What follows belongs to an exercise in optimizing a design on an open flow for small area, a short achievable clock period and few clock cycles per item; a production flow would make more cautious choices. RTL that was checked went through simulation tests only; none was proved equivalent to the original. The RTL of run 3 was laid out without a check of its function. No activity file was given, so power comes from the tool's default toggle rates.

==> design.v <==
`timescale 1ns/1ps
module fft_top (
  input  logic                       clk,
  input  logic                       reset_i,
  input  logic                       in_valid_i,
  output logic                       in_ready_o,
  input  logic [2*(4 + 4)-1:0] in_sample_i,
  output logic                       out_valid_o,
  input  logic                       out_ready_i,
  output logic [2*(4 + 4)-1:0] out_bin_o,
  output logic                       out_last_o
);
  logic [3:0][15:0] d_q, s_q, hi_q;
  logic [15:0]      bk1_q, bk3_q, bk5_q, bk7_q;
  logic [8:0]       z_q;
  logic             c7_q;
  logic [15:0]      out_q;
  logic             out_v_q, out_last_q;
  logic [2:0] fc_q;       
  logic       pa_cur_q;   
  logic [2:0] pa_q;       
  logic       bk_rdy_q;   
  logic [2:0] jc_q;       
  logic [2:0] ob_q;       
  logic       ir_q;       
  logic       rdy_q;      
  logic       vin_q;      
  logic [15:0] in_q;
  logic       st0_q, st1_q, w2_q, p2_q, p3_q, p4_q, p5_q, p6_q;
  logic fire, start, step1, out_acc, ev, jstep;
  logic op;
  assign fire    = in_valid_i && rdy_q;
  assign op      = vin_q && ir_q;
  assign start   = st0_q;
  assign step1   = st1_q;
  assign out_acc = !out_v_q || out_ready_i;
  assign ev      = out_acc && (ob_q[2] || bk_rdy_q);
  assign jstep   = ev && !ob_q[2];
  logic [2:0] fc_n, pa_n, jc_n;
  logic       pa_cur_n, bk_rdy_n, ir_n;
  always_comb begin
    fc_n = op ? fc_q + 3'd1 : fc_q;
    if (op && fc_q == 3'd7)
      pa_cur_n = 1'b0;
    else if (start)
      pa_cur_n = 1'b1;
    else
      pa_cur_n = pa_cur_q;
    if (start)
      pa_n = 3'd1;
    else if (step1)
      pa_n = 3'd2;
    else if (pa_q >= 3'd2 && pa_q <= 3'd6)
      pa_n = pa_q + 3'd1;
    else
      pa_n = pa_q;
    if (p3_q)
      bk_rdy_n = 1'b1;
    else if (jstep && ob_q == 3'd3)
      bk_rdy_n = 1'b0;
    else
      bk_rdy_n = bk_rdy_q;
    if (p3_q)
      jc_n = 3'd0;
    else if (jstep)
      jc_n = jc_q + 3'd1;
    else
      jc_n = jc_q;
    case (fc_n)
      3'd0:             ir_n = (pa_n >= 3'd1);
      3'd1, 3'd2, 3'd3: ir_n = (pa_n >= 3'd2);
      3'd4, 3'd5:       ir_n = (pa_n >= 3'd4) && (jc_n >= 3'd1);
      3'd6:             ir_n = (pa_n >= 3'd4) && (jc_n >= 3'd3);
      default:          ir_n = pa_cur_n || (pa_n == 3'd7 && !bk_rdy_n);
    endcase
  end
  always_ff @(posedge clk) begin
    if (reset_i) begin
      fc_q     <= 3'd0;
      pa_cur_q <= 1'b0;
      pa_q     <= 3'd7;
      bk_rdy_q <= 1'b0;
      jc_q     <= 3'd4;
      ob_q     <= 3'd0;
      out_v_q  <= 1'b0;
      ir_q     <= 1'b1;
      rdy_q    <= 1'b1;
      vin_q    <= 1'b0;
      st0_q    <= 1'b0;
      st1_q    <= 1'b0;
      w2_q     <= 1'b0;
      p2_q     <= 1'b0;
      p3_q     <= 1'b0;
      p4_q     <= 1'b0;
      p5_q     <= 1'b0;
      p6_q     <= 1'b0;
    end else begin
      st0_q    <= (pa_n == 3'd7) && !bk_rdy_n && (fc_n == 3'd7) && !pa_cur_n;
      st1_q    <= (pa_n == 3'd1) && !pa_cur_n;
      w2_q     <= ((pa_n == 3'd7) && !bk_rdy_n && (fc_n == 3'd7) && !pa_cur_n) ||
                  (pa_n == 3'd1);
      p2_q     <= (pa_n == 3'd2);
      p3_q     <= (pa_n == 3'd3);
      p4_q     <= (pa_n == 3'd4);
      p5_q     <= (pa_n == 3'd5);
      p6_q     <= (pa_n == 3'd6);
      fc_q     <= fc_n;
      pa_cur_q <= pa_cur_n;
      pa_q     <= pa_n;
      bk_rdy_q <= bk_rdy_n;
      jc_q     <= jc_n;
      ir_q     <= ir_n;
      vin_q    <= rdy_q ? in_valid_i : vin_q;
      rdy_q    <= !(rdy_q ? in_valid_i : vin_q) || ir_n;
      if (ev) begin
        ob_q    <= ob_q + 3'd1;
        out_v_q <= 1'b1;
      end else if (out_acc) begin
        out_v_q <= 1'b0;
      end
    end
  end
  assign in_ready_o = rdy_q;
  always_ff @(posedge clk) begin
    if (rdy_q)
      in_q <= in_sample_i;
  end
  logic [15:0] x_sum, x_dif;
  assign x_sum = {d_q[0][15:8] + in_q[15:8], d_q[0][7:0] + in_q[7:0]};
  assign x_dif = {d_q[0][15:8] - in_q[15:8], d_q[0][7:0] - in_q[7:0]};
  always_ff @(posedge clk) begin
    if (op) begin
      d_q[0] <= d_q[1];
      d_q[1] <= d_q[2];
      d_q[2] <= d_q[3];
      d_q[3] <= fc_q[2] ? x_dif : in_q;
    end
  end
  logic        w2;
  logic [15:0] opa;
  logic [7:0]  bx, by;
  logic [7:0]  s1_lr, s1_hr, s1_p, s1_m;
  assign w2  = w2_q;
  assign opa = w2 ? d_q[1] : p2_q ? s_q[0] : s_q[1];
  assign bx  = w2 ? d_q[3][7:0]  : p2_q ? s_q[2][15:8] : s_q[3][15:8];
  assign by  = w2 ? d_q[3][15:8] : p2_q ? s_q[2][7:0]  : s_q[3][7:0];
  assign s1_lr = opa[15:8] + bx;
  assign s1_hr = opa[15:8] - bx;
  assign s1_p  = opa[7:0] + by;
  assign s1_m  = opa[7:0] - by;
  logic              tw7, tw_nr;
  logic signed [7:0] tw_r, tw_i;
  logic signed [8:0] tw_z;
  logic signed [12:0] tw_m;
  logic [7:0]        tw_f;
  assign tw7   = p4_q || p5_q;
  assign tw_nr = p3_q || p4_q;
  assign tw_r  = tw7 ? bk7_q[15:8] : bk5_q[15:8];
  assign tw_i  = tw7 ? bk7_q[7:0]  : bk5_q[7:0];
  assign tw_z  = tw_nr ? {tw_i[7], tw_i} - {tw_r[7], tw_r} : {tw_i[7], tw_i} + {tw_r[7], tw_r};
  assign tw_m  = {{4{z_q[8]}}, z_q} * 13'd11;
  assign tw_f  = tw_m[11:4];
  always_ff @(posedge clk) begin
    z_q <= tw_z;
    if (p6_q)
      c7_q <= (z_q[3:0] == 4'd0);
  end
  always_ff @(posedge clk) begin
    if (start) begin
      bk1_q <= {s1_lr, s1_m};                       
      bk3_q <= {s1_hr, s1_p};                       
    end
    if (step1) begin
      bk5_q <= {s1_lr, s1_m};                       
      bk7_q <= {s1_hr, s1_p};                       
    end
    if (p3_q) bk5_q[15:8] <= tw_f;          
    if (p4_q) bk5_q[7:0]  <= tw_f;          
    if (p5_q) bk7_q[15:8] <= tw_f;          
    if (p6_q) bk7_q[7:0]  <= tw_f;          
  end
  always_ff @(posedge clk) begin
    if (op && fc_q[2])
      s_q[fc_q[1:0]] <= x_sum;
    if (p2_q) begin
      s_q[0] <= {s1_lr, s1_p};                      
      s_q[2] <= {s1_hr, s1_m};                      
    end
    if (p3_q) begin
      s_q[1] <= {s1_lr, s1_p};                      
      s_q[3] <= {s1_m, s1_hr};                      
    end
  end
  logic [1:0]  j;
  logic [15:0] pa2, pb2;
  logic        c_p, c_m;
  logic [8:0]  t_p, t_m;
  logic [15:0] x_lo, x_hi;
  assign j   = ob_q[1:0];
  always_comb begin
    case (j)
      2'd0:    begin pa2 = s_q[0]; pb2 = s_q[1]; end
      2'd1:    begin pa2 = bk1_q;  pb2 = bk5_q;  end
      2'd2:    begin pa2 = s_q[2]; pb2 = s_q[3]; end
      default: begin pa2 = bk3_q;  pb2 = bk7_q;  end
    endcase
  end
  assign c_p  = (j == 2'd3) && !c7_q;
  assign c_m  = (j != 2'd3) || c7_q;
  assign t_p  = {pa2[7:0], 1'b1} + {pb2[7:0], c_p};
  assign t_m  = {pa2[7:0], 1'b1} + {~pb2[7:0], c_m};
  assign x_lo = {pa2[15:8] + pb2[15:8], j[1] ? t_m[8:1] : t_p[8:1]};
  assign x_hi = {pa2[15:8] - pb2[15:8], j[1] ? t_p[8:1] : t_m[8:1]};
  always_ff @(posedge clk) begin
    if (ev) begin
      out_q      <= ob_q[2] ? hi_q[0] : x_lo;
      out_last_q <= (ob_q == 3'd7);
      hi_q[0]    <= hi_q[1];
      hi_q[1]    <= hi_q[2];
      hi_q[2]    <= hi_q[3];
      hi_q[3]    <= x_hi;
    end
  end
  assign out_valid_o = out_v_q;
  assign out_bin_o   = out_q;
  assign out_last_o  = out_last_q;
endmodule
==> run.sh <==
#!/bin/bash
# synth_recipe.tcl (not shown) runs the flow's synth.tcl, then flattens the netlist and writes it again
# the make line also repeats each setting of config.mk as NAME=value (left out here)
make -C /OpenROAD-flow-scripts/flow DESIGN_CONFIG=/design/flow/config.mk WORK_HOME=/design/flow/orfs CLKGATE_MAP_FILE= SYNTH_SCRIPT=/design/flow/synth_recipe.tcl finish
==> config.mk <==
export PLATFORM = sky130hd
export DESIGN_NAME = fft_top
export DESIGN_NICKNAME = fft_top
export VERILOG_FILES = /design/flow/design.v
export SDC_FILE = /design/flow/constraint.sdc
export NUM_CORES = 4
export LEC_CHECK = 0
export ABC_AREA = 1
export CAP_MARGIN = 20
export CORE_MARGIN = 2
export CORE_UTILIZATION = 40
export SETUP_SLACK_MARGIN = 3.5
export SLEW_MARGIN = 20
==> constraint.sdc <==
create_clock -name core_clock -period 6.0 [get_ports {clk}]
set_input_delay 1.2000 -clock core_clock [delete_from_list [all_inputs] [get_ports {clk}]]
set_output_delay 1.2000 -clock core_clock [all_outputs]
set_load 0.01 [all_outputs]
==> metrics.md, run 1 <==
| Metric | Value |
|---|---|
| Placed cell count | 2,760 |
| Clock power share | 0.463 |
| RSZ-0062 raised after global routing | true |
| Routed wire length | 65,400 um |
| CTS tree | built |
| Final hold vios | 0 |
| # rows | 80 |
| Data arrival, critical path | 3220 ps |
| Placer Congestion | 0.952 |
| Layout cells sized above 1 | 0.343 |
| Sequential-to-total area share from yosys stat | 0.486 |
| Max Fclk | 355 MHz |
| Required @ worst endpoint | 6400 ps |
| Synth Cell Area | 19,200 um^2 |
| Slowest CP cell | dfxtp_4 |
| Clock Root Buffer | clkbuf_16 |
| Fin Clk Skew | 25.5 ps |
| VDD IR max | 246 uV |
| Comb pwr share | 0.061 |
| Die area | 49,800 um^2 |
| Yosys warns | 1 |
| Synth Instances | 2,180 |
| Clk sinks | 323 |
| Tightest Pin Transition | 872 ps |
| Syn nets | 2,341 |
| Clock transition at the registers of the reported paths | 60 ps |
| ANT nets after route | 0 |
| Kind of critical path | reg2reg |
| # DRC | 0 |
| Max Cap Violations | 0 |
| GRT met2 Usage | 0.408 |
| Port bufs | 38 |
| Synth area leaders | edfxtp_1, nand2_1, ha_1 |
| Remaining global-route overflow | 0 |
| Sw frac | 0.228 |
| Largest net degree at the start of global routing | 67 |
| Post-layout util | 0.566 |
| Synth area leader | edfxtp_1 |
| Die X | 223 um |
| Primary FF master, synth | edfxtp_1 |
| Min Tclk post-route | 2810 ps |
| Initial antenna violation count | 0 |
| Initial Util | 0.404 |
| Clock Path Buffers | 3 |
| Setup TNS | 0 ps |
| Worst setup SP type | flop |
| Routed wire per std cell | 21.3 um |
| Pre-CTS setup slack | 2330 ps |
| Tcrit/Tclk final | 0.469 |
| Post-DP HPWL | 41,700 um |
| Post-layout nets | 2,584 |
| I/O Pins | 39 |
| Top post-synthesis cells by count | nand2_1, edfxtp_1, inv_1 |
| Worst Setup Slack, final | 3190 ps |
| Synth Area per Inst | 8.82 um^2 |
| Internal | 4.02 mW |
| Synth cell types | 46 |
| CTS Buf Count | 38 |
| Number of global-route vias before repair | 16,400 |
| Met1 global-route usage | 0.321 |
| FF+latch count, synth | 323 |
| CP max stage delay | 370 ps |
| Via density | 5.67 |
| DR iter-0 viols | 1,817 |
| Final Cell Area | 26,900 um^2 |
| Vias | 17,400 |
| Worst rel slew slack | 0.419 |
| Post-DP Area | 20,600 um^2 |
| Most numerous cell in the Yosys netlist | nand2_1 |
| First-pass GRT wire length | 94,400 um |
| Switching power | 1.18 mW |
| CP Max Fanout | 7 |
| H-tree depth | 2 |
| Total track usage | 0.247 |
| Critical Path Sink Type | flop |
| Worst skew pair latency | 570 ps |
| # diodes | 0 |
| Final setup fails | 0 |
| Register share of total power | 0.476 |
| Post-synth top area share | 0.450 |
| Power Dens Cells | 193 nW/um^2 |
| Async S/R FF share, synth | 0 |
| Post-Layout Cell Count | 3,067 |
| Die H | 223 um |
| Final Slew Violations | 0 |
| DR pass1 iterations | 7 |
| Number of enable flip-flop cells after synthesis | 288 |
| Met3 Use GR | 0.0475 |
| LEAKAGE | 11.0 nW |
| CP Cell Sequence | clkinvlp_4, clkbuf_16, o211ai_1, o21ai_1, inv_1, ha_4, buf_6, nor2_4, nand3_1, o21ai_2, xor2_2, inv_2, o21ai_0 |
| Core footprint | 47,500 um^2 |
| Status | complete, no violations |
| Min-delay worst type | reg2reg |
| Gr busiest metal | met2 |
| Area grow syn2layout | 40.0% |
## metrics by stage
step	hold slack, ps	power (mW)
floorplan	400	2.70
detailed placement	405	2.81
finish	415	5.20
global route	420	5.35
CTS	418	5.21
global placement	401	2.80
## per-layer routing
metal	share of wire	vias up	routed length, um
li1	-	7895	-
met1	0.39	8461	25600
met2	0.47	844	30900
met3	0.089	181	5790
met4	0.049	0	3180
met5	0	-	0
## timing repair
action | in CTS | in global routing
gates resized for setup | 436 | 325
buffers inserted | 130 | 89
setup endpoints to repair | 327 | 122
hold buffers | 0 | 0
pin swaps | 149 | 173
cloned | 15 | 4
## logic make-up after synthesis
logic type / Yosys count / share of synthesized area
buffers and inverters: 378 / 0.0767
AO/OA/AOI/OAI: 455 / 0.131
multiplexers: 1 / 0.000586
flip-flops: 323 / 0.486
AND/OR/NAND/NOR: 816 / 0.177
adder cells (fa/ha/maj): 141 / 0.0988
XOR/XNOR: 66 / 0.0301
## layout make-up
| type | count | area, um^2 |
|---|---|---|
| multi-input combinational | 1481 | 11300 |
| clock buffer | 55 | 1150 |
| timing repair inverter | 6 | 53.8 |
| fill | 3879 | 20600 |
| inverter | 288 | 1280 |
| tap | 615 | 769 |
| timing repair buffer | 285 | 2870 |
| clock inverter | 14 | 149 |
| sequential | 323 | 9390 |
## registers in the layout, summed over array words and instances (netlist names), 3 cells and up
| name | flops |
|---|---|
| ob_q | 3 |
| s_q | 64 |
| d_q | 64 |
| out_q | 16 |
| jc_q | 3 |
| bk5_q | 16 |
| pa_q | 3 |
| z_q | 9 |
| fc_q | 3 |
| bk1_q | 16 |
| hi_q | 64 |
| bk7_q | 16 |
| bk3_q | 14 |
| in_q | 16 |
## critical path: cells and delay by family, from the launching register on
family	cells	cell delay, ps
flops	1	370
fa+ha+maj	1	230
buf+inv	5	730
simple gates	2	220
xor+xnor	1	290
compound gates	4	800
## power by group through the flow
stage / Sequential, mW / Clock (mW) / Combinational, mW
2_1_floorplan: 2.52 / 0 / 0.184
3_3_place_gp: 2.53 / 0 / 0.279
3_5_place_dp: 2.53 / 0 / 0.283
6_report: 2.48 / 2.41 / 0.320
5_1_grt: 2.48 / 2.53 / 0.344
4_1_cts: 2.48 / 2.44 / 0.297
## final timing paths
path | cells past startpoint | end | slack [ps] | start
max reg2reg | 13 | bk5_q[13] | 3190 | p2_q
min | 0 | d_q[31] | 410 | d_q[47]
max | 13 | bk5_q[13] | 3190 | p2_q
min reg2reg | 0 | d_q[31] | 410 | d_q[47]
## layout by cell type (no fill, tap or decap), drive strengths merged, types with 8 or more instances in the layout
cell	n
nor2	144
buf	239
xnor2	13
a31oi	19
nand2	493
o22ai	28
clkdlybuf4s50	18
nor3	14
inv	279
clkinvlp	11
xor2	53
clkbuf	60
a21oi	195
nand4	29
a22oi	21
ha	123
dfxtp	35
dlygate4sd2	18
fa	18
o21bai	8
nand3	120
o211ai	24
edfxtp	288
o21ai	146
clkinv	15
Testbench counts, summed over its fixed seeds: cycles 4,200, frames 512.
==> run 2: changes to the inputs <==
--- a/config.mk
+++ b/config.mk
@@ -10,4 +10,4 @@
 export CORE_MARGIN = 2
 export CORE_UTILIZATION = 40
-export SETUP_SLACK_MARGIN = 3.5
+export SETUP_SLACK_MARGIN = 3.3
 export SLEW_MARGIN = 20
==> run 2 against run 1 <==
Clock skew is 2.3 ps lower; die area stayed put; first-iteration DRC count is 1.9% lower; worst hold slack worse by 1.7 ps; critical path depth is 2 higher; wire length is 3.8% lower; largest power group unchanged; count of clock-buffer cells in the layout is 6 lower; core utilization is 2.6 points lower.
==> metrics.md, run 2 <==
| Metric | Value |
|---|---|
| Async S/R FF share, synth | 0 (unchanged) |
| Biggest regs | d_q (64), hi_q (64), s_q (64) |
| Most numerous cell in the Yosys netlist | nand2_1 |
| Min Tclk post-route | 2910 ps (+96.4 ps) |
| Max Cap Violations | 0 (unchanged) |
| Clk sinks | 323 (unchanged) |
| I/O Pins | 39 (unchanged) |
| Final Slew Violations | 0 (unchanged) |
| # DRC | 0 (unchanged) |
| Hold-fix buffers, CTS | 0 (unchanged) |
| Die area | 49,800 um^2 (unchanged) |
| Worst rel slew slack | 0.425 (+0.00596) |
| Comb pwr share | 0.058 (-0.003) |
| Post-layout util | 0.540 (-0.0261) |
| Initial Util | 0.404 (unchanged) |
| Yosys warns | 1 (unchanged) |
| Top post-synthesis cells by count | nand2_1, edfxtp_1, inv_1 |
| LEAKAGE | 10.6 nW (-3.8%) |
| Clock power share | 0.459 (-0.004) |
| Switching power | 1.20 mW (+1.7%) |
| VDD IR max | 217 uV (-12%) |
| Number of global-route vias before repair | 15,600 (-5.0%) |
| Clock Root Buffer | clkbuf_16 |
| Critical Path Sink Type | flop |
| Number of enable flip-flop cells after synthesis | 288 (unchanged) |
| Largest net degree at the start of global routing | 67 (unchanged) |
| Routed wire length | 63,000 um (-3.8%) |
| # diodes | 0 (unchanged) |
| Tightest Pin Transition | 863 ps (-8.95 ps) |
| Synth Instances | 2,180 (unchanged) |
| Worst skew pair latency | 570 ps (about the same) |
| Post-layout nets | 2,527 (-2.2%) |
| First-pass GRT wire length | 91,400 um (-3.2%) |
| Total track usage | 0.239 (-0.00845) |
| FF+latch count, synth | 323 (unchanged) |
| CTS Buf Count | 38 (unchanged) |
| Layout cells sized above 1 | 0.294 (-0.0488) |
| H-tree depth | 2 (unchanged) |
| Port bufs | 38 (unchanged) |
| CP max stage delay | 380 ps (about the same) |
| Status | complete, no violations |
| ANT nets after route | 0 (unchanged) |
| Synth area leader | edfxtp_1 |
| DR pass1 iterations | 6 (-1) |
| Most frequent cells in the layout | nand2_1, edfxtp_1, inv_1 |
| Synth area leaders | edfxtp_1, nand2_1, ha_1 |
| RSZ-0062 raised after global routing | true |
| Hold_ws | 413 ps (-1.67 ps) |
| DR iter-0 viols | 1,783 (-1.9%) |
| Data arrival, critical path | 3220 ps (about the same) |
| Core footprint | 47,500 um^2 (unchanged) |
| Tcrit/Tclk final | 0.485 (+0.0161) |
| Clock Path Buffers | 3 (unchanged) |
| Die X | 223 um (unchanged) |
| Remaining global-route overflow | 0 (unchanged) |
| # rows | 80 (unchanged) |
| Post-synth top area share | 0.450 (unchanged) |
| Syn nets | 2,341 (unchanged) |
| CP Max Fanout | 5 (-2) |
| Placer Congestion | 0.936 (-1.7%) |
| Fin Clk Skew | 23.2 ps (-2.33 ps) |
| Sequential-to-total area share from yosys stat | 0.486 (unchanged) |
| Worst Setup Slack, final | 3090 ps (-96.4 ps) |
| Register share of total power | 0.483 (+0.007) |
| Power Dens Cells | 200 nW/um^2 (+3.4%) |
| Kind of critical path | reg2reg |
| Min-delay worst type | reg2reg |
| Via density | 5.58 (-1.5%) |
| Internal | 3.93 mW (-2.3%) |
| Clock transition at the registers of the reported paths | 60 ps (about the same) |
| Initial antenna violation count | 0 (unchanged) |
| Setup TNS | 0 ps (unchanged) |
| Vias | 16,800 (-3.4%) |
| Primary FF master, synth | edfxtp_1 |
| Slowest CP cell | dfxtp_4 |
| Routed wire per std cell | 20.9 um (-1.9%) |
| Synth cell types | 46 (unchanged) |
| Area grow syn2layout | 33.6% |
| Worst setup SP type | flop |
| Final setup fails | 0 (unchanged) |
| Die H | 223 um (unchanged) |
| Sw frac | 0.235 (+0.00718) |
| Required @ worst endpoint | 6310 ps (-90 ps) |
| Pre-CTS setup slack | 2330 ps (+0.520 ps) |
| CP Cell Sequence | buf_12, ha_4, clkinvlp_4, buf_6, buf_16, o22ai_4, inv_2, buf_6, ha_4, nand2_4, o21ai_4, nand4_1, nand3_2, nand2_1, o21a_1 |
| Synth Area per Inst | 8.82 um^2 (unchanged) |
| Max Fclk | 344 MHz (-3.3%) |
| Post-DP HPWL | 40,600 um (-2.7%) |
| Synth Cell Area | 19,200 um^2 (unchanged) |
| CTS tree | built |
| Commonest non-fill, non-tap cell in the layout | nand2_1 |
| Final hold vios | 0 (unchanged) |
run 2: cell counts after synthesis:
Identical to the previous run, type by type.
run 2: layout make-up:
| class | count | area [um^2] |
|---|---|---|
| Fill cell | 4125 | 21900 |
| Multi-Input combinational cell | 1480 | 10600 |
| Sequential cell | 323 | 9380 |
| Timing Repair Buffer | 232 | 2430 |
| Inverter | 288 | 1200 |
| Clock buffer | 49 | 1090 |
| Tap cell | 615 | 769 |
| Clock inverter | 18 | 164 |
| Timing Repair inverter | 3 | 25.0 |
run 2: timing repair:
item | in CTS | in global routing
pin swaps | 77 | 152
setup endpoints to repair | 247 | 174
gates cloned | 13 | 4
resized for setup | 312 | 357
buffers inserted | 71 | 88
endpoints found under the hold margin | 0 | 0
run 2: cells by family after synthesis:
logic type,share of synthesized area
xor+xnor,0.0301
flops,0.486
compound gates,0.131
buf+inv,0.0767
mux,0.000586
fa+ha+maj,0.0988
simple gates,0.177
run 2: worst paths after layout:
check	to	from	slack [ps]	cells after the start
setup reg to reg	hi_q[54]	ob_q[1]	3090	15
hold reg to reg	hi_q[27]	hi_q[43]	410	0
hold / removal	hi_q[27]	hi_q[43]	410	0
setup / recovery	hi_q[54]	ob_q[1]	3090	15
run 2: per-layer routing:
metal / wire length [um] / global-route usage / part of all wire
met1: 25300 / 0.323 / 0.40
met2: 29500 / 0.383 / 0.47
met3: 5610 / 0.0417 / 0.089
met4: 2510 / 0.0955 / 0.040
met5: 0 / 0 / 0
run 2: power by group through the flow:
stage,sequential (mW),combinational [mW],clock [mW]
4_1_cts,2.48,0.280,2.39
3_3_place_gp,2.52,0.271,0
2_1_floorplan,2.52,0.184,0
5_1_grt,2.48,0.327,2.48
6_report,2.48,0.300,2.35
3_5_place_dp,2.53,0.274,0
run 2: stage by stage:
step | cell area, um^2 | power, mW | cells
2_1_floorplan | 19500 | 2.70 | 2180
3_3_place_gp | 20300 | 2.80 | 2765
3_5_place_dp | 20300 | 2.80 | 2765
4_1_cts | 23600 | 5.15 | 2916
5_1_grt | 25700 | 5.29 | 3008
6_report | 25700 | 5.13 | 3008
run 2: critical path, delay by kind of cell, from the launching register on:
family,cells,cell delay (ps)
flip-flops,1,380
buffers and inverters,6,780
adder cells (fa/ha/maj),2,460
AO/OA/AOI/OAI,3,580
AND/OR/NAND/NOR,4,430
==> run 3: changes to the inputs <==
--- a/design.v
+++ b/design.v
@@ -137,16 +137,42 @@
     end
   end
-  logic        w2;
-  logic [15:0] opa;
+  logic [1:0]  j;
+  logic        s1m;
+  logic [15:0] opa, opb2;
   logic [7:0]  bx, by;
+  logic        c_p, c_m;
+  logic [8:0]  t_p, t_m;
   logic [7:0]  s1_lr, s1_hr, s1_p, s1_m;
-  assign w2  = w2_q;
-  assign opa = w2 ? d_q[1] : p2_q ? s_q[0] : s_q[1];
-  assign bx  = w2 ? d_q[3][7:0]  : p2_q ? s_q[2][15:8] : s_q[3][15:8];
-  assign by  = w2 ? d_q[3][15:8] : p2_q ? s_q[2][7:0]  : s_q[3][7:0];
+  assign j   = ob_q[1:0];
+  assign s1m = w2_q || p2_q || p3_q;
+  always_comb begin
+    case (j)
+      2'd0:    opb2 = s_q[1];
+      2'd1:    opb2 = bk5_q;
+      2'd2:    opb2 = s_q[3];
+      default: opb2 = bk7_q;
+    endcase
+    if (w2_q)      opa = d_q[1];
+    else if (p2_q) opa = s_q[0];
+    else if (p3_q) opa = s_q[1];
+    else case (j)
+      2'd0:    opa = s_q[0];
+      2'd1:    opa = bk1_q;
+      2'd2:    opa = s_q[2];
+      default: opa = bk3_q;
+    endcase
+    if (w2_q)      begin bx = d_q[3][7:0];  by = d_q[3][15:8]; end
+    else if (p2_q) begin bx = s_q[2][15:8]; by = s_q[2][7:0];  end
+    else if (p3_q) begin bx = s_q[3][15:8]; by = s_q[3][7:0];  end
+    else           begin bx = opb2[15:8];   by = opb2[7:0];    end
+  end
+  assign c_p   = !s1m && (j == 2'd3) && !c7_q;
+  assign c_m   = s1m || (j != 2'd3) || c7_q;
+  assign t_p   = {opa[7:0], 1'b1} + {by, c_p};
+  assign t_m   = {opa[7:0], 1'b1} + {~by, c_m};
   assign s1_lr = opa[15:8] + bx;
   assign s1_hr = opa[15:8] - bx;
-  assign s1_p  = opa[7:0] + by;
-  assign s1_m  = opa[7:0] - by;
+  assign s1_p  = t_p[8:1];
+  assign s1_m  = t_m[8:1];
   logic              tw7, tw_nr;
   logic signed [7:0] tw_r, tw_i;
@@ -192,24 +218,7 @@
     end
   end
-  logic [1:0]  j;
-  logic [15:0] pa2, pb2;
-  logic        c_p, c_m;
-  logic [8:0]  t_p, t_m;
   logic [15:0] x_lo, x_hi;
-  assign j   = ob_q[1:0];
-  always_comb begin
-    case (j)
-      2'd0:    begin pa2 = s_q[0]; pb2 = s_q[1]; end
-      2'd1:    begin pa2 = bk1_q;  pb2 = bk5_q;  end
-      2'd2:    begin pa2 = s_q[2]; pb2 = s_q[3]; end
-      default: begin pa2 = bk3_q;  pb2 = bk7_q;  end
-    endcase
-  end
-  assign c_p  = (j == 2'd3) && !c7_q;
-  assign c_m  = (j != 2'd3) || c7_q;
-  assign t_p  = {pa2[7:0], 1'b1} + {pb2[7:0], c_p};
-  assign t_m  = {pa2[7:0], 1'b1} + {~pb2[7:0], c_m};
-  assign x_lo = {pa2[15:8] + pb2[15:8], j[1] ? t_m[8:1] : t_p[8:1]};
-  assign x_hi = {pa2[15:8] - pb2[15:8], j[1] ? t_p[8:1] : t_m[8:1]};
+  assign x_lo = {s1_lr, j[1] ? s1_m : s1_p};
+  assign x_hi = {s1_hr, j[1] ? s1_p : s1_m};
   always_ff @(posedge clk) begin
     if (ev) begin
==> run 3 against run 2 <==
Still clean; sequential share of layout area up 2.2 points; worst hold slack lost 5.5 ps; setup slack got worse by 340 ps; die area decreased by 5.5%; area after synthesis fell by 5.6%; cell area down 5.8%; largest power group unchanged.
==> metrics.md, run 3 <==
| Metric | Value |
|---|---|
| Status | complete, no violations |
| Max Cap Violations | 0 (unchanged) |
| Sequential-to-total area share from yosys stat | 0.515 (+0.0289) |
| Placer Congestion | 0.907 (-3.1%) |
| Sw frac | 0.245 (+0.00970) |
| Fin Clk Skew | 35.0 ps (+11.8 ps) |
| Worst skew pair latency | 580 ps (about the same) |
| Syn nets | 2,117 (-9.6%) |
| Min Tclk post-route | 3250 ps (+338 ps) |
| Max Fclk | 308 MHz (-10%) |
| Most numerous cell in the Yosys netlist | nand2_1 |
| Synth area leader | edfxtp_1 |
| Routed wl met2 | 29,400 um (-0.62%) |
| Data arrival, critical path | 3660 ps (+440 ps) |
| Min-delay worst type | reg2reg |
| CTS Buf Count | 38 (unchanged) |
| Power, Total | 5.32 mW (+3.6%) |
| DR pass1 iterations | 8 (+2) |
| H-tree depth | 2 (unchanged) |
| Port bufs | 38 (unchanged) |
| Final Slew Violations | 0 (unchanged) |
| Met1 Routed Length | 25,000 um (-0.99%) |
| Fill cells | 3,865 (-6.3%) |
| Initial antenna violation count | 0 (unchanged) |
| Core footprint | 45,100 um^2 (-5.2%) |
| Clock Path Buffers | 3 (unchanged) |
| Synth cell types | 55 (+20%) |
| Clk sinks | 323 (unchanged) |
| VDD IR max | 179 uV (-18%) |
| Tcrit/Tclk final | 0.541 (+0.0564) |
| Reg2reg start | ob_q[1] |
| Kind of critical path | reg2reg |
| Number of enable flip-flop cells after synthesis | 288 (unchanged) |
| Crit path launch | ob_q[1] |
| First-pass GRT wire length | 93,900 um (+2.7%) |
| Post-layout nets | 2,292 (-9.3%) |
| Synth Cell Area | 18,100 um^2 (-5.6%) |
| Commonest non-fill, non-tap cell in the layout | nand2_1 |
| Routed wire per std cell | 23.1 um (+10%) |
| Vias | 15,900 (-5.4%) |
| DR iter-0 viols | 1,867 (+4.7%) |
| Number of global-route vias before repair | 15,300 (-1.9%) |
| Worst setup SP type | flop |
| Layout cells sized above 1 | 0.280 (-0.0141) |
| Final setup fails | 0 (unchanged) |
| Async S/R FF share, synth | 0 (unchanged) |
| Die H | 217 um (-2.8%) |
| Pre-CTS setup slack | 1680 ps (-649 ps) |
| Clock power share | 0.446 (-0.013) |
| CTS tree | built |
| Clock Root Buffer | clkbuf_16 |
| Reg2reg setup slack | 2750 ps (-340 ps) |
| Area grow syn2layout | 33.3% |
| # rows | 78 (-2.5%) |
| Synth area leaders | edfxtp_1, nand2_1, ha_1 |
| Final hold vios | 0 (unchanged) |
| FF+latch count, synth | 323 (unchanged) |
| Clock transition at the registers of the reported paths | 70 ps (about the same) |
| Initial Util | 0.403 (-0.00191) |
| Biggest regs | d_q (64), hi_q (64), s_q (64) |
| Post-Layout Cell Count | 2,792 (-7.2%) |
| Post-layout util | 0.537 (-0.00347) |
| Reg2reg end | s_q[33] |
| Remaining global-route overflow | 0 (unchanged) |
| Total track usage | 0.267 (+0.0282) |
| Worst Setup Slack, final | 2750 ps (-338 ps) |
| Primary FF master, synth | edfxtp_1 |
| Crit path capture | s_q[33] |
| Internal | 4.02 mW (+2.3%) |
| Top post-synthesis cells by count | nand2_1, edfxtp_1, inv_1 |
| Register share of total power | 0.470 (-0.013) |
| Routed wire length | 64,400 um (+2.4%) |
| Tightest Pin Transition | 943 ps (+80.1 ps) |
| R2R depth | 17 (+2) |
| Synth Area per Inst | 9.13 um^2 (+3.5%) |
| RSZ-0062 raised after global routing | true |
| Via density | 5.69 (+1.9%) |
| I/O Pins | 39 (unchanged) |
| Placed cell count | 2,560 (-7.4%) |
| Critical Path Sink Type | flop |
| Comb pwr share | 0.085 (+0.027) |
| Die area | 47,100 um^2 (-5.5%) |
| Die X | 217 um (-2.8%) |
| ANT nets after route | 0 (unchanged) |
| Max layer used | met4 |
| Yosys warns | 1 (unchanged) |
| Worst rel slew slack | 0.367 (-0.0579) |
| Most frequent cells in the layout | nand2_1, edfxtp_1, inv_1 |
| LEAKAGE | 9.68 nW (-8.8%) |
| Metal3 WL | 6330 um (+13%) |
| CP Max Fanout | 7 (+2) |
| Setup TNS | 0 ps (unchanged) |
| # diodes | 0 (unchanged) |
| # DRC | 0 (unchanged) |
| Post-synth top area share | 0.477 (+0.0268) |
| Power Dens Cells | 220 nW/um^2 (+10%) |
| Largest net degree at the start of global routing | 78 (+16%) |
| Synth Instances | 1,988 (-8.8%) |
| Required @ worst endpoint | 6410 ps (+100 ps) |
| Post-DP HPWL | 41,500 um (+2.2%) |
| Switching power | 1.30 mW (+7.9%) |
## run 3: cell types whose count changed after synthesis, moves of 18 or more
cell and change:
a21oi_1 -34, ha_1 -28, inv_1 -70, nand2_1 -31, o21ai_0 -18, o21ai_1 +18
## run 3: area by class of cell
cell class                 count  area [um^2]  area share
clock buffer                  50         1040      0.0429
multi-input combinational   1354         9590       0.396
timing repair inverter         1         11.3    0.000465
tap                          600          751      0.0310
inverter                     221          941      0.0389
clock inverter                19          221     0.00915
timing repair buffer         224         2270      0.0938
sequential                   323         9380       0.387
## run 3: stage by stage
stage | instance area (um^2) | hold WS [ps]
floorplan | 18600 | 400
global placement | 19400 | 401
detailed placement | 19400 | 405
CTS | 23000 | 408
global route | 24200 | 422
finish | 24200 | 408
## run 3: repair_timing
action | 4_1_cts | 5_1_grt
endpoints found under the setup margin | 247 | 152
setup buffers | 105 | 52
gates resized for setup | 320 | 185
pin swaps | 95 | 107
gates cloned | 6 | 0
hold buffers | 0 | 0
## run 3: worst min-delay path by stage
stage | from | endpoint | slack [ps] | cells after the start
detailed placement | d_q[42] | d_q[26] | 400 | 0
finish | hi_q[34] | hi_q[18] | 410 | 0
floorplan | d_q[32] | d_q[16] | 400 | 0
global placement | d_q[35] | d_q[19] | 400 | 0
global route | hi_q[41] | hi_q[25] | 420 | 0
CTS | hi_q[34] | hi_q[18] | 410 | 0
## run 3: metal layers
layer | track usage | vias up
li1 | - | 7173
met1 | 0.343 | 7680
met2 | 0.422 | 821
met3 | 0.0580 | 206
met4 | 0.145 | 0
met5 | 0 | -
## run 3: power groups by stage
| stage | sequential (mW) | combinational, mW | clock, mW |
|---|---|---|---|
| global placement | 2.54 | 0.382 | 0 |
| CTS | 2.50 | 0.417 | 2.39 |
| global route | 2.50 | 0.485 | 2.49 |
| detailed placement | 2.54 | 0.387 | 0 |
| floorplan | 2.53 | 0.252 | 0 |
| finish | 2.50 | 0.451 | 2.37 |
## run 3: kinds of logic (layout without fill, tap and decap cells)
group,count (synthesis),count (layout),synth area share
xor gates and xnor gates,48,48,0.0240
buffers and inverters,314,515,0.0688
adders and majority gates,109,109,0.0809
muxes,7,7,0.00386
AOI/OAI and AO/OA,418,418,0.130
DFF,323,323,0.515
and+or+nand+nor,769,772,0.177
## run 3: worst max-delay path, stage by stage, from the launching register on
cell	delay [ps]
dfxtp_4	420
inv_8	60
ha_4	210
buf_6	130
buf_12	120
buf_16	140
a221oi_2	230
o21ai_1	110
nand2_1	100
nand2_2	100
ha_4	380
buf_6	120
buf_6	80
buf_6	80
xor2_1	170
buf_4	180
clkinvlp_4	220
a21oi_2	210
==> run 4: changes to the inputs <==
--- a/design.v
+++ b/design.v
@@ -28,4 +28,7 @@
   logic [15:0] in_q;
   logic       st0_q, st1_q, w2_q, p2_q, p3_q, p4_q, p5_q, p6_q;
+  logic       sa_d_q, sa_s0_q, sa_s1_q, sa_s2_q, sa_b1_q, sa_b3_q;
+  logic       sb_d_q, sb_s1_q, sb_s2_q, sb_s3_q, sb_b5_q, sb_b7_q;
+  logic       jx_q, j3_q;
   logic fire, start, step1, out_acc, ev, jstep;
   logic op;
@@ -74,4 +77,37 @@
       default:          ir_n = pa_cur_n || (pa_n == 3'd7 && !bk_rdy_n);
     endcase
+  end
+  logic       w2_e, p2_e, p3_e, s1m_e;
+  logic [2:0] ob_e;
+  always_comb begin
+    if (reset_i) begin
+      w2_e = 1'b0;
+      p2_e = 1'b0;
+      p3_e = 1'b0;
+      ob_e = 3'd0;
+    end else begin
+      w2_e = ((pa_n == 3'd7) && !bk_rdy_n && (fc_n == 3'd7) && !pa_cur_n) ||
+             (pa_n == 3'd1);
+      p2_e = (pa_n == 3'd2);
+      p3_e = (pa_n == 3'd3);
+      ob_e = ev ? ob_q + 3'd1 : ob_q;
+    end
+    s1m_e = w2_e || p2_e || p3_e;
+  end
+  always_ff @(posedge clk) begin
+    sa_d_q  <= w2_e;
+    sa_s0_q <= p2_e || (!s1m_e && ob_e[1:0] == 2'd0);
+    sa_s1_q <= p3_e;
+    sa_s2_q <= !s1m_e && ob_e[1:0] == 2'd2;
+    sa_b1_q <= !s1m_e && ob_e[1:0] == 2'd1;
+    sa_b3_q <= !s1m_e && ob_e[1:0] == 2'd3;
+    sb_d_q  <= w2_e;
+    sb_s2_q <= p2_e;
+    sb_s3_q <= p3_e || (!s1m_e && ob_e[1:0] == 2'd2);
+    sb_s1_q <= !s1m_e && ob_e[1:0] == 2'd0;
+    sb_b5_q <= !s1m_e && ob_e[1:0] == 2'd1;
+    sb_b7_q <= !s1m_e && ob_e[1:0] == 2'd3;
+    jx_q    <= ob_e[1];
+    j3_q    <= !s1m_e && ob_e[1:0] == 2'd3;
   end
   always_ff @(posedge clk) begin
@@ -146,27 +182,15 @@
   assign j   = ob_q[1:0];
   assign s1m = w2_q || p2_q || p3_q;
-  always_comb begin
-    case (j)
-      2'd0:    opb2 = s_q[1];
-      2'd1:    opb2 = bk5_q;
-      2'd2:    opb2 = s_q[3];
-      default: opb2 = bk7_q;
-    endcase
-    if (w2_q)      opa = d_q[1];
-    else if (p2_q) opa = s_q[0];
-    else if (p3_q) opa = s_q[1];
-    else case (j)
-      2'd0:    opa = s_q[0];
-      2'd1:    opa = bk1_q;
-      2'd2:    opa = s_q[2];
-      default: opa = bk3_q;
-    endcase
-    if (w2_q)      begin bx = d_q[3][7:0];  by = d_q[3][15:8]; end
-    else if (p2_q) begin bx = s_q[2][15:8]; by = s_q[2][7:0];  end
-    else if (p3_q) begin bx = s_q[3][15:8]; by = s_q[3][7:0];  end
-    else           begin bx = opb2[15:8];   by = opb2[7:0];    end
-  end
-  assign c_p   = !s1m && (j == 2'd3) && !c7_q;
-  assign c_m   = s1m || (j != 2'd3) || c7_q;
+  assign opa = ({16{sa_d_q}}  & d_q[1]) | ({16{sa_s0_q}} & s_q[0]) |
+               ({16{sa_s1_q}} & s_q[1]) | ({16{sa_s2_q}} & s_q[2]) |
+               ({16{sa_b1_q}} & bk1_q)  | ({16{sa_b3_q}} & bk3_q);
+  assign opb2 = ({16{sb_d_q}}  & {d_q[3][7:0], d_q[3][15:8]}) |
+                ({16{sb_s1_q}} & s_q[1]) | ({16{sb_s2_q}} & s_q[2]) |
+                ({16{sb_s3_q}} & s_q[3]) | ({16{sb_b5_q}} & bk5_q) |
+                ({16{sb_b7_q}} & bk7_q);
+  assign bx = opb2[15:8];
+  assign by = opb2[7:0];
+  assign c_p   = j3_q && !c7_q;
+  assign c_m   = !j3_q || c7_q;
   assign t_p   = {opa[7:0], 1'b1} + {by, c_p};
   assign t_m   = {opa[7:0], 1'b1} + {~by, c_m};
@@ -219,6 +243,6 @@
   end
   logic [15:0] x_lo, x_hi;
-  assign x_lo = {s1_lr, j[1] ? s1_m : s1_p};
-  assign x_hi = {s1_hr, j[1] ? s1_p : s1_m};
+  assign x_lo = {s1_lr, jx_q ? s1_m : s1_p};
+  assign x_hi = {s1_hr, jx_q ? s1_p : s1_m};
   always_ff @(posedge clk) begin
     if (ev) begin
==> run 4 against run 3 <==
Clock power decreased by 2%; maximum frequency rose by 14%; global-route usage decreased by 3.0 points; critical endpoint is now s_q[53]; largest power group unchanged; cell area fell by 4.1%; core utilization decreased by 1.1 points; combinational power down 33%; wire length shrank 10%; critical path depth grew 1; clock skew decreased by 17 ps; sequential share of layout area grew 2.3 points; non-clock buffer count is 39 lower.
==> metrics.md, run 4 <==
| Metric | Value |
|---|---|
| Status | complete, no violations |
| Reg2reg start | sa_d_q |
| Max layer used | met4 |
| Synth area leaders | edfxtp_1, nand2_1, ha_1 |
| Max Fclk | 352 MHz (+14%) |
| Routed wire per std cell | 21.4 um (-7.4%) |
| Data arrival, critical path | 3250 ps (-410 ps) |
| Largest net degree at the start of global routing | 67 (-14%) |
| Slowest CP cell | dfxtp_4 |
| DR iter-0 viols | 1,594 (-15%) |
| Post-DP HPWL | 37,000 um (-11%) |
| Min Tclk post-route | 2840 ps (-411 ps) |
| Reg2reg setup slack | 3160 ps (+410 ps) |
| Post-layout nets | 2,213 (-3.4%) |
| Synth Area per Inst | 9.26 um^2 (+1.5%) |
| Number of global-route vias before repair | 14,400 (-6.0%) |
| Most used cell, CP | nand2_1 |
| Worst skew pair latency | 560 ps (-20 ps) |
| Routed wl met2 | 26,400 um (-10%) |
| Max Cap Violations | 0 (unchanged) |
| Biggest regs | d_q (64), hi_q (64), s_q (64) |
| Die X | 215 um (-0.75%) |
| VDD IR max | 166 uV (-7.3%) |
| Placed cell count | 2,504 (-2.2%) |
| FF+latch count, synth | 329 (+1.9%) |
| Fin Clk Skew | 18.4 ps (-16.5 ps) |
| Hold_ws | 414 ps (+6.41 ps) |
| Power Dens Cells | 222 nW/um^2 (+0.83%) |
| I/O Pins | 39 (unchanged) |
| Syn nets | 2,055 (-2.9%) |
| # rows | 77 (-1.3%) |
| R2R depth | 18 (+1) |
| Metal3 WL | 6240 um (-1.5%) |
| Commonest non-fill, non-tap cell in the layout | nand2_1 |
| Required @ worst endpoint | 6410 ps (about the same) |
| WHS Path Cells | 0 (unchanged) |
| LEAKAGE | 9.49 nW (-2.0%) |
| Critical Path Sink Type | flop |
| Met1 Routed Length | 22,600 um (-9.6%) |
| Pre-CTS setup slack | 2270 ps (+584 ps) |
| Final hold vios | 0 (unchanged) |
| Synth cell types | 55 (unchanged) |
| Most frequent cells in the layout | nand2_1, edfxtp_1, inv_1 |
| Area grow syn2layout | 29.9% |
| Port bufs | 38 (unchanged) |
| Primary FF master, synth | edfxtp_1 |
| Setup TNS | 0 ps (unchanged) |
| Worst rel slew slack | 0.302 (-0.0650) |
| Die area | 46,400 um^2 (-1.5%) |
| # diodes | 0 (unchanged) |
| # DRC | 0 (unchanged) |
| CP Cell Sequence | buf_12, buf_12, buf_8, nand2_8, o21ai_4, nor3_2, inv_1, ha_4, inv_4, a21oi_4, nand2_2, nand2_1, nand2_1, nand2_1, nand2_2, xor2_4, nor2_1, a21oi_1 |
| Routed wire length | 57,900 um (-10%) |
| Reg2reg end | s_q[53] |
| Synth area leader | edfxtp_1 |
| RSZ-0062 raised after global routing | true |
| Total track usage | 0.238 (-0.0295) |
| Sequential-to-total area share from yosys stat | 0.530 (+0.0147) |
| Layout cells sized above 1 | 0.250 (-0.0301) |
| Synth Instances | 1,929 (-3.0%) |
| Final Cell Area | 23,200 um^2 (-4.1%) |
| Initial Util | 0.405 (+0.00252) |
| Post-synth top area share | 0.484 (+0.00737) |
| Post-DP Area | 18,900 um^2 (-2.6%) |
| Synth Cell Area | 17,900 um^2 (-1.5%) |
| Worst hold path startpoint | hi_q[31] |
| Async S/R FF share, synth | 0 (unchanged) |
| Clock transition at the registers of the reported paths | 60 ps (about the same) |
| CP max stage delay | 380 ps (-40 ps) |
| Yosys warns | 1 (unchanged) |
| Tcrit/Tclk final | 0.473 (-0.0684) |
| Final Slew Violations | 0 (unchanged) |
| Vias | 15,100 (-4.8%) |
| Hold endpoint | hi_q[15] |
| Clock Path Buffers | 3 (unchanged) |
| Worst Setup Slack, final | 3160 ps (+411 ps) |
| Die H | 215 um (-0.75%) |
| Most numerous cell in the Yosys netlist | nand2_1 |
| Hold-fix buffers, CTS | 0 (unchanged) |
| ANT nets after route | 0 (unchanged) |
| Clock Root Buffer | clkbuf_16 |
| Remaining global-route overflow | 0 (unchanged) |
| CTS Buf Count | 38 (unchanged) |
| Post-Layout Cell Count | 2,708 (-3.0%) |
| Core footprint | 44,100 um^2 (-2.1%) |
| CTS tree | built |
| Worst setup SP type | flop |
| CP Max Fanout | 7 (unchanged) |
| Number of enable flip-flop cells after synthesis | 288 (unchanged) |
| Initial antenna violation count | 0 (unchanged) |
| Top post-synthesis cells by count | nand2_1, edfxtp_1, inv_1 |
| H-tree depth | 2 (unchanged) |
| Power, Total | 5.14 mW (-3.3%) |
| Tightest Pin Transition | 1050 ps (+103 ps) |
| Post-layout util | 0.526 (-0.0107) |
| Placer Congestion | 0.942 (+3.8%) |
| Final setup fails | 0 (unchanged) |
| Clk sinks | 329 (+1.9%) |
| First-pass GRT wire length | 84,000 um (-11%) |
| Min-delay worst type | reg2reg |
| DR pass1 iterations | 6 (-2) |
| Kind of critical path | reg2reg |
| Via density | 5.58 (-1.8%) |
run 4: cell families after synthesis:
family	share of synthesized area
buffers and inverters	0.0701
flip-flops	0.530
XOR/XNOR	0.0244
AND/OR/NAND/NOR	0.184
multiplexers	0.00434
AO/OA/AOI/OAI	0.107
adder cells (fa/ha/maj)	0.0801
run 4: worst max-delay path, delay by kind of cell (launching register included):
kind	cells	cell delay [ps]
fa+ha+maj	1	380
simple gates	8	750
xor+xnor	1	290
compound gates	3	300
buf+inv	5	570
flops	1	380
run 4: what timing repair did:
action	CTS	global route
endpoints found under the setup margin	192	124
buffers inserted	73	51
gates cloned	6	5
pin swaps	54	99
gates resized for setup	240	239
run 4: area by class of cell:
class                   count  area, um^2
clock inverters            22         198
repair inverters            5        31.3
clock buffers              47        1040
repair buffers            185        1850
fillers                  3903       20900
well taps                 592         741
flip-flops and latches    329        9520
multi-input cells        1288        8850
inverters                 240         981
run 4: routing by layer:
metal | track usage | up-vias
met5 | 0 | -
met4 | 0.0975 | 0
met3 | 0.0520 | 180
met2 | 0.380 | 801
met1 | 0.313 | 7283
li1 | - | 6860
run 4: report_power, final:
part / switching, mW / leakage (nW) / total (mW) / internal, mW
sequential: 0.0211 / 2.99 / 2.52 / 2.50
clock: 0.961 / 0.611 / 2.32 / 1.36
combinational: 0.204 / 5.89 / 0.303 / 0.0990
total: 1.19 / 9.49 / 5.14 / 3.96
run 4: worst max-delay path by stage:
stage	start	endpoint	slack, ps	depth (start not counted)
after floorplan	fc_q[2]	s_q[0]	2570	3
after global placement	out_ready_i	out_q[8]	2030	6
after detailed placement	sa_s1_q	out_q[4]	2270	13
after CTS	sa_d_q	s_q[7]	3190	14
after global routing	sa_d_q	s_q[45]	3030	18
final	sa_d_q	s_q[53]	3160	18
Testbench counts of run 4, summed over its fixed seeds: cycles 4,200, frames 512.
==> run 5: changes to the inputs <==
--- a/config.mk
+++ b/config.mk
@@ -10,4 +10,4 @@
 export CORE_MARGIN = 2
 export CORE_UTILIZATION = 40
-export SETUP_SLACK_MARGIN = 3.3
+export SETUP_SLACK_MARGIN = 2.7
 export SLEW_MARGIN = 20
==> run 5 against run 4 <==
Still clean on timing, DRC and antenna; sequential power about the same; via count shrank 6.6%; wire length decreased by 8.1%; non-clock buffer count fell by 126; highest routed layer unchanged.
==> metrics.md, run 5 <==
| Metric | Value |
|---|---|
| Worst hold path startpoint | hi_q[53] |
| Top post-synthesis cells by count | nand2_1, edfxtp_1, inv_1 |
| CTS tree | built |
| Final setup fails | 0 (unchanged) |
| Layout cells sized above 1 | 0.0775 (-0.173) |
| Placer Congestion | 0.903 (-4.1%) |
| RSZ-0062 raised after global routing | false |
| CP top delay family | simple AND/OR/NAND/NOR gates |
| Sw frac | 0.228 (-0.00283) |
| Synth Area per Inst | 9.26 um^2 (unchanged) |
| Hold endpoint | hi_q[37] |
| Die H | 215 um (unchanged) |
| I/O Pins | 39 (unchanged) |
| Data arrival, critical path | 3410 ps (+160 ps) |
| Number of enable flip-flop cells after synthesis | 288 (unchanged) |
| Commonest non-fill, non-tap cell in the layout | nand2_1 |
| ANT nets after route | 0 (unchanged) |
| Required @ worst endpoint | 6240 ps (-170 ps) |
| Port bufs | 38 (unchanged) |
| Synth area leaders | edfxtp_1, nand2_1, ha_1 |
| Worst skew pair latency | 570 ps (about the same) |
| Number of global-route vias before repair | 13,500 (-6.0%) |
| Post-layout nets | 2,083 (-5.9%) |
| Min-delay worst type | reg2reg |
| Remaining global-route overflow | 0 (unchanged) |
| # diodes | 0 (unchanged) |
| Routed wire per std cell | 20.6 um (-3.6%) |
| Die X | 215 um (unchanged) |
| Synth area leader | edfxtp_1 |
| FF+latch count, synth | 329 (unchanged) |
| Clock transition at the registers of the reported paths | 60 ps (about the same) |
| Status | complete, no violations |
| Biggest regs | d_q (64), hi_q (64), s_q (64) |
| Clock power share | 0.461 (+0.010) |
| Setup TNS | 0 ps (unchanged) |
| Initial Util | 0.405 (unchanged) |
| Pre-CTS setup slack | 2270 ps (+5.43 ps) |
| WP buf/inv | 2 (-3) |
| Comb pwr share | 0.054 (-0.005) |
| Register share of total power | 0.484 (-0.006) |
| CTS Buf Count | 39 (+2.6%) |
| Synth Instances | 1,929 (unchanged) |
| Via density | 5.48 (-1.9%) |
| Switching power | 1.19 mW (about the same) |
| Clk sinks | 329 (unchanged) |
| Reg2reg setup slack | 2840 ps (-330 ps) |
| Post-synth top area share | 0.484 (unchanged) |
| Synth Cell Area | 17,900 um^2 (unchanged) |
| H-tree depth | 2 (unchanged) |
| Max Cap Violations | 0 (unchanged) |
| Async S/R FF share, synth | 0 (unchanged) |
| VDD IR max | 171 uV (+3.1%) |
| Worst Setup Slack, final | 2840 ps (-326 ps) |
| CP Cell Sequence | nand2_1, nand3_1, nor3_1, inv_1, ha_1, a21oi_1, nand2_1, nand2_1, nand2_1, nand2_1, nand2_1, nand2_1, nand2_1, inv_1, o21ai_0 |
| Die area | 46,400 um^2 (unchanged) |
| First-pass GRT wire length | 79,100 um (-5.8%) |
| Internal | 4.02 mW (+1.7%) |
| # rows | 77 (unchanged) |
| Fin Clk Skew | 23.6 ps (+5.20 ps) |
| CP Max Fanout | 16 (+9) |
| Worst rel slew slack | 0.259 (-0.0426) |
| Initial antenna violation count | 2 (+2) |
| Primary FF master, synth | edfxtp_1 |
| Yosys warns | 1 (unchanged) |
| Most used cell, CP | nand2_1 |
| Worst setup SP type | flop |
| R2R depth | 15 (-3) |
| Hold-fix buffers, CTS | 0 (unchanged) |
| WHS Path Cells | 0 (unchanged) |
| LEAKAGE | 8.44 nW (-11%) |
| Post-DP HPWL | 37,300 um (+0.83%) |
| Fill cells | 4,269 (+9.4%) |
| Reg2reg start | sb_s3_q |
| Final Slew Violations | 0 (unchanged) |
| Clock Path Buffers | 3 (unchanged) |
| Max Fclk | 316 MHz (-10%) |
| # DRC | 0 (unchanged) |
| Routed wire length | 53,200 um (-8.1%) |
| Min Tclk post-route | 3160 ps (+326 ps) |
| Sequential-to-total area share from yosys stat | 0.530 (unchanged) |
| Most frequent cells in the layout | nand2_1, edfxtp_1, inv_1 |
| Kind of critical path | reg2reg |
| DR pass1 iterations | 8 (+2) |
| DR iter-0 viols | 1,570 (-1.5%) |
| Clock Root Buffer | clkbuf_16 |
| Syn nets | 2,055 (unchanged) |
| Critical Path Sink Type | flop |
| Core footprint | 44,100 um^2 (unchanged) |
| Reg2reg end | out_q[13] |
| Vias | 14,100 (-6.6%) |
| Tcrit/Tclk final | 0.527 (+0.0543) |
| Area grow syn2layout | 13.8% |
| Largest net degree at the start of global routing | 67 (unchanged) |
| CP max stage delay | 590 ps (+210 ps) |
| Synth cell types | 55 (unchanged) |
| Slowest CP cell | dfxtp_1 |
| Tightest Pin Transition | 1100 ps (+57.4 ps) |
| Final hold vios | 0 (unchanged) |
| Total track usage | 0.223 (-0.0142) |
| Power Dens Cells | 256 nW/um^2 (+16%) |
| Most numerous cell in the Yosys netlist | nand2_1 |
run 5: changes by cell type in the layout (fill, tap and decap cells not counted), sizes merged, moves of 2 or more:
cell,previous run,this run
clkinv,24,12
inv,228,237
clkdlybuf4s50,35,38
clkbuf,49,51
nor2,105,103
buf,144,20
dlygate4sd2,2,0
run 5: logic make-up (layout without fill, tap and decap cells):
group	after synthesis	count (layout)	share of synthesized area
flops	329	329	0.530
mux	7	7	0.00434
xor+xnor	48	48	0.0244
fa+ha+maj	106	106	0.0801
compound gates	341	341	0.107
buf+inv	315	373	0.0701
simple gates	783	784	0.184
run 5: cell type report:
class / instances / area, um^2 / share of cell area
Clock buffer: 50 / 1060 / 0.0520
Clock inverter: 22 / 240 / 0.0118
Inverter: 240 / 916 / 0.0450
Multi-Input combinational cell: 1286 / 7320 / 0.360
Sequential cell: 329 / 9480 / 0.466
Tap cell: 592 / 741 / 0.0364
Timing Repair Buffer: 59 / 579 / 0.0285
Timing Repair inverter: 2 / 10.0 / 0.000492
run 5: worst max-delay path by stage:
stage | from | endpoint | slack (ps) | cells after the start
final | sb_s3_q | out_q[13] | 2840 | 15
after global placement | sa_d_q | out_q[4] | 2330 | 14
after floorplan | fc_q[2] | s_q[0] | 2570 | 3
after detailed placement | out_ready_i | out_q[9] | 2270 | 6
after global routing | sa_d_q | s_q[14] | 2700 | 17
after CTS | sa_d_q | out_q[4] | 2640 | 14
run 5: power groups by stage:
stage	clock [mW]	combinational, mW	sequential [mW]
after detailed placement	0	0.277	2.57
after CTS	2.44	0.278	2.52
final	2.40	0.283	2.52
after global routing	2.52	0.312	2.52
after global placement	0	0.273	2.57
after floorplan	0	0.192	2.56
run 5: routing by layer:
metal	global-route usage	up-vias	routed length, um
met5	0	-	0
met4	0.0874	0	1930
met3	0.0395	135	4700
met2	0.359	654	24200
met1	0.302	6734	22300
li1	-	6610	-
run 5: timing repair:
| item | CTS | global route |
|---|---|---|
| pin swaps | 0 | 3 |
| setup buffers | 0 | 5 |
| gates cloned | 0 | 4 |
| gates resized for setup | 16 | 37 |
| setup endpoints to repair | 100 | 125 |
run 5: stage by stage:
stage | hold slack [ps] | utilization | power (mW) | std cells | instance area, um^2
finish | 413 | 0.461 | 5.21 | 2580 | 20300
global route | 416 | 0.461 | 5.35 | 2580 | 20300
floorplan | 400 | - | 2.75 | 1929 | 17900
detailed placement | 405 | 0.425 | 2.85 | 2499 | 18800
CTS | 415 | 0.456 | 5.24 | 2571 | 20100
global placement | 400 | 0.425 | 2.84 | 2499 | 18800
==> run 6: changes to the inputs <==
--- a/config.mk
+++ b/config.mk
@@ -9,5 +9,5 @@
 export CAP_MARGIN = 20
 export CORE_MARGIN = 2
-export CORE_UTILIZATION = 40
-export SETUP_SLACK_MARGIN = 2.7
+export CORE_UTILIZATION = 60
+export SETUP_SLACK_MARGIN = 3.0
 export SLEW_MARGIN = 20
==> run 6 against run 5 <==
Highest routed layer is now met5; clock power shrank 13%; critical path type unchanged; count of clock-buffer cells in the layout grew 2; global-route usage grew 12 points; flip-flop and latch count is the same; clock skew shrank 5.6 ps.
==> metrics.md, run 6 <==
| Metric | Value |
|---|---|
| Number of enable flip-flop cells after synthesis | 288 (unchanged) |
| Most used cell, CP | nand2_1 |
| Synth area leaders | edfxtp_1, nand2_1, ha_1 |
| Synth Instances | 1,929 (unchanged) |
| Tightest Pin Transition | 996 ps (-108 ps) |
| Clock Path Buffers | 3 (unchanged) |
| Top post-synthesis cells by count | nand2_1, edfxtp_1, inv_1 |
| Total track usage | 0.340 (+0.116) |
| Final hold vios | 0 (unchanged) |
| Tcrit/Tclk final | 0.501 (-0.0267) |
| Die X | 177 um (-18%) |
| RSZ-0062 raised after global routing | true |
| Clock Root Buffer | clkbuf_16 |
| Post-synth top area share | 0.484 (unchanged) |
| CP top delay family | simple AND/OR/NAND/NOR gates |
| Die area | 31,200 um^2 (-33%) |
| Hold_ws | 416 ps (+3.08 ps) |
| Worst rel slew slack | 0.331 (+0.0723) |
| Clock transition at the registers of the reported paths | 60 ps (about the same) |
| First-pass GRT wire length | 79,100 um (about the same) |
| CP Cell Sequence | buf_8, nand2_1, o21ai_0, nor3_2, inv_1, fa_1, nand3_1, nand3_2, xor2_1, nand2_1, nand2_1 |
| WP buf/inv | 2 (unchanged) |
| Data arrival, critical path | 3390 ps (-20 ps) |
| Sequential-to-total area share from yosys stat | 0.530 (unchanged) |
| Initial antenna violation count | 1 (-1) |
| Critical Path Sink Type | flop |
| Fill cells | 2,319 (-46%) |
| Worst skew pair latency | 530 ps (-40 ps) |
| Power, Total | 4.89 mW (-6.1%) |
| Worst setup SP type | flop |
| Placed cell count | 2,301 (-7.9%) |
| Final Cell Area | 20,500 um^2 (+0.52%) |
| Pre-CTS setup slack | 2260 ps (-7.40 ps) |
| CP max stage delay | 570 ps (-20 ps) |
| CTS Buf Count | 36 (-7.7%) |
| ANT nets after route | 0 (unchanged) |
| Slowest CP cell | xor2_1 |
| Power Dens Cells | 239 nW/um^2 (-6.6%) |
| Final setup fails | 0 (unchanged) |
| Max Cap Violations | 0 (unchanged) |
| Remaining global-route overflow | 0 (unchanged) |
| Kind of critical path | reg2reg |
| Worst Setup Slack, final | 3000 ps (+160 ps) |
| Die H | 177 um (-18%) |
| Final Slew Violations | 0 (unchanged) |
| Via density | 6.04 (+10%) |
| Post-Layout Cell Count | 2,394 (-7.2%) |
| CTS tree | built |
| Primary FF master, synth | edfxtp_1 |
| Synth cell types | 55 (unchanged) |
| Synth Area per Inst | 9.26 um^2 (unchanged) |
| H-tree depth | 2 (unchanged) |
| Placer Congestion | 0.948 (+5.0%) |
| Fin Clk Skew | 18.0 ps (-5.63 ps) |
| I/O Pins | 39 (unchanged) |
| Number of global-route vias before repair | 13,600 (+0.24%) |
| Post-DP HPWL | 37,000 um (-0.79%) |
| Most frequent cells in the layout | nand2_1, edfxtp_1, inv_1 |
| Status | complete, no violations |
| Biggest regs | d_q (64), hi_q (64), s_q (64) |
| LEAKAGE | 8.54 nW (+1.2%) |
| Syn nets | 2,055 (unchanged) |
| Required @ worst endpoint | 6380 ps (+140 ps) |
| Min-delay worst type | reg2reg |
| # rows | 63 (-18%) |
| FF+latch count, synth | 329 (unchanged) |
| Synth area leader | edfxtp_1 |
| Vias | 14,500 (+2.3%) |
| Setup TNS | 0 ps (unchanged) |
| Area grow syn2layout | 14.4% |
| Layout cells sized above 1 | 0.111 (+0.0334) |
| DR iter-0 viols | 2,027 (+29%) |
| Synth Cell Area | 17,900 um^2 (unchanged) |
| Largest net degree at the start of global routing | 67 (unchanged) |
| # DRC | 0 (unchanged) |
| DR pass1 iterations | 8 (unchanged) |
| Yosys warns | 1 (unchanged) |
| Most numerous cell in the Yosys netlist | nand2_1 |
| Routed wire per std cell | 22.1 um (+7.2%) |
| Max Fclk | 333 MHz (+5.3%) |
| Routed wire length | 52,900 um (-0.51%) |
| CP Max Fanout | 32 (+16) |
| Core footprint | 29,500 um^2 (-33%) |
| Initial Util | 0.606 (+0.201) |
| Min Tclk post-route | 3000 ps (-160 ps) |
| Port bufs | 38 (unchanged) |
| Async S/R FF share, synth | 0 (unchanged) |
| Post-layout util | 0.694 (+0.233) |
| Commonest non-fill, non-tap cell in the layout | nand2_1 |
| Clk sinks | 329 (unchanged) |
| VDD IR max | 224 uV (+31%) |
| Post-DP Area | 18,600 um^2 (-1.1%) |
| Post-layout nets | 2,104 (+1.0%) |
==> run 6: path summary, 6_finish.rpt <==
check                           startpoint   endpoint  slack [ps]  cells after the start
worst min register to register    hi_q[40]   hi_q[24]         420                      0
worst max register to register      sa_d_q  out_q[12]        3000                     11
worst max-delay path                sa_d_q  out_q[12]        3000                     11
worst min-delay path              hi_q[40]   hi_q[24]         420                      0
==> run 6: logic make-up (layout without fill, tap and decap cells) <==
group                    count (synthesis)  after routing  share of synthesized area
flip-flops                             329            329                      0.530
XOR/XNOR                                48             48                     0.0244
multiplexers                             7              7                    0.00434
other                                    0              1                          0
AND/OR/NAND/NOR                        783            784                      0.184
buffers and inverters                  315            388                     0.0701
adder cells (fa/ha/maj)                106            106                     0.0801
AO/OA/AOI/OAI                          341            341                      0.107
==> run 6: report_power, final <==
group	total, mW	leakage [nW]	internal, mW	switching [mW]
combinational	0.298	5.04	0.0989	0.199
sequential	2.52	2.98	2.50	0.0173
clock	2.08	0.519	1.17	0.910
total	4.89	8.54	3.77	1.13
==> run 6: what timing repair did <==
action / in CTS / in global routing
buffers inserted: 8 / 18
pin swaps: 0 / 20
gates cloned: 1 / 2
resized for setup: 60 / 81
hold buffers: 0 / 0
endpoints found under the setup margin: 174 / 98
==> run 6: layer usage <==
layer,up-vias,share of wire,GRT usage
met2,813,0.44,0.516
li1,6631,-,-
met3,170,0.10,0.0562
met4,2,0.050,0.151
met5,-,0.00025,0
met1,6841,0.41,0.483
==> run 6: layout make-up <==
class | instances | area (um^2) | share of cell area
clock buffer | 52 | 1000 | 0.0489
tap | 390 | 488 | 0.0239
antenna | 1 | 2.50 | 0.000122
inverter | 240 | 925 | 0.0452
timing repair buffer | 84 | 812 | 0.0397
timing repair inverter | 1 | 7.51 | 0.000367
sequential | 329 | 9490 | 0.464
clock inverter | 11 | 76.3 | 0.00373
multi-input combinational | 1286 | 7650 | 0.374

==> separate check: timing with driven ports <==
In the flow no input, the clock included, has a driving cell. The finished layouts below were timed again as built, in two steps.
Step 1 assumes that a clkbuf_16 drives the clock port and a buf_2 every other input.
Step 2 moves the port delays by t, midway between the first and last clock arrival at a register: inputs arrive t later, outputs are due t later. That takes back most of the time a late clock gives input paths.
Three values: no drivers, after step 1, after step 2; two values: the first two.
run	t, ns	slack for setup (ns)	worst setup path at the end	slew at the worst register clock pin (ns)
run 1	0.611	3.186 / 3.186 / 3.080	input to register	0.06 / 0.06
run 2	0.618	3.089 / 3.089 / 2.873	input to register	0.07 / 0.07
run 3	0.624	2.751 / 2.751 / 2.751	register to register	0.07 / 0.07
run 4	0.605	3.162 / 3.162 / 2.731	input to register	0.06 / 0.06
run 5	0.609	2.836 / 2.836 / 2.465	input to register	0.07 / 0.07
run 6	0.573	2.996 / 2.996 / 2.564	input to register	0.07 / 0.07
After both steps setup and hold are still met in every run listed. For run 6, which loses most, drivers alone change the setup slack by 0.000 ns; drivers and shift together by -0.432 ns.
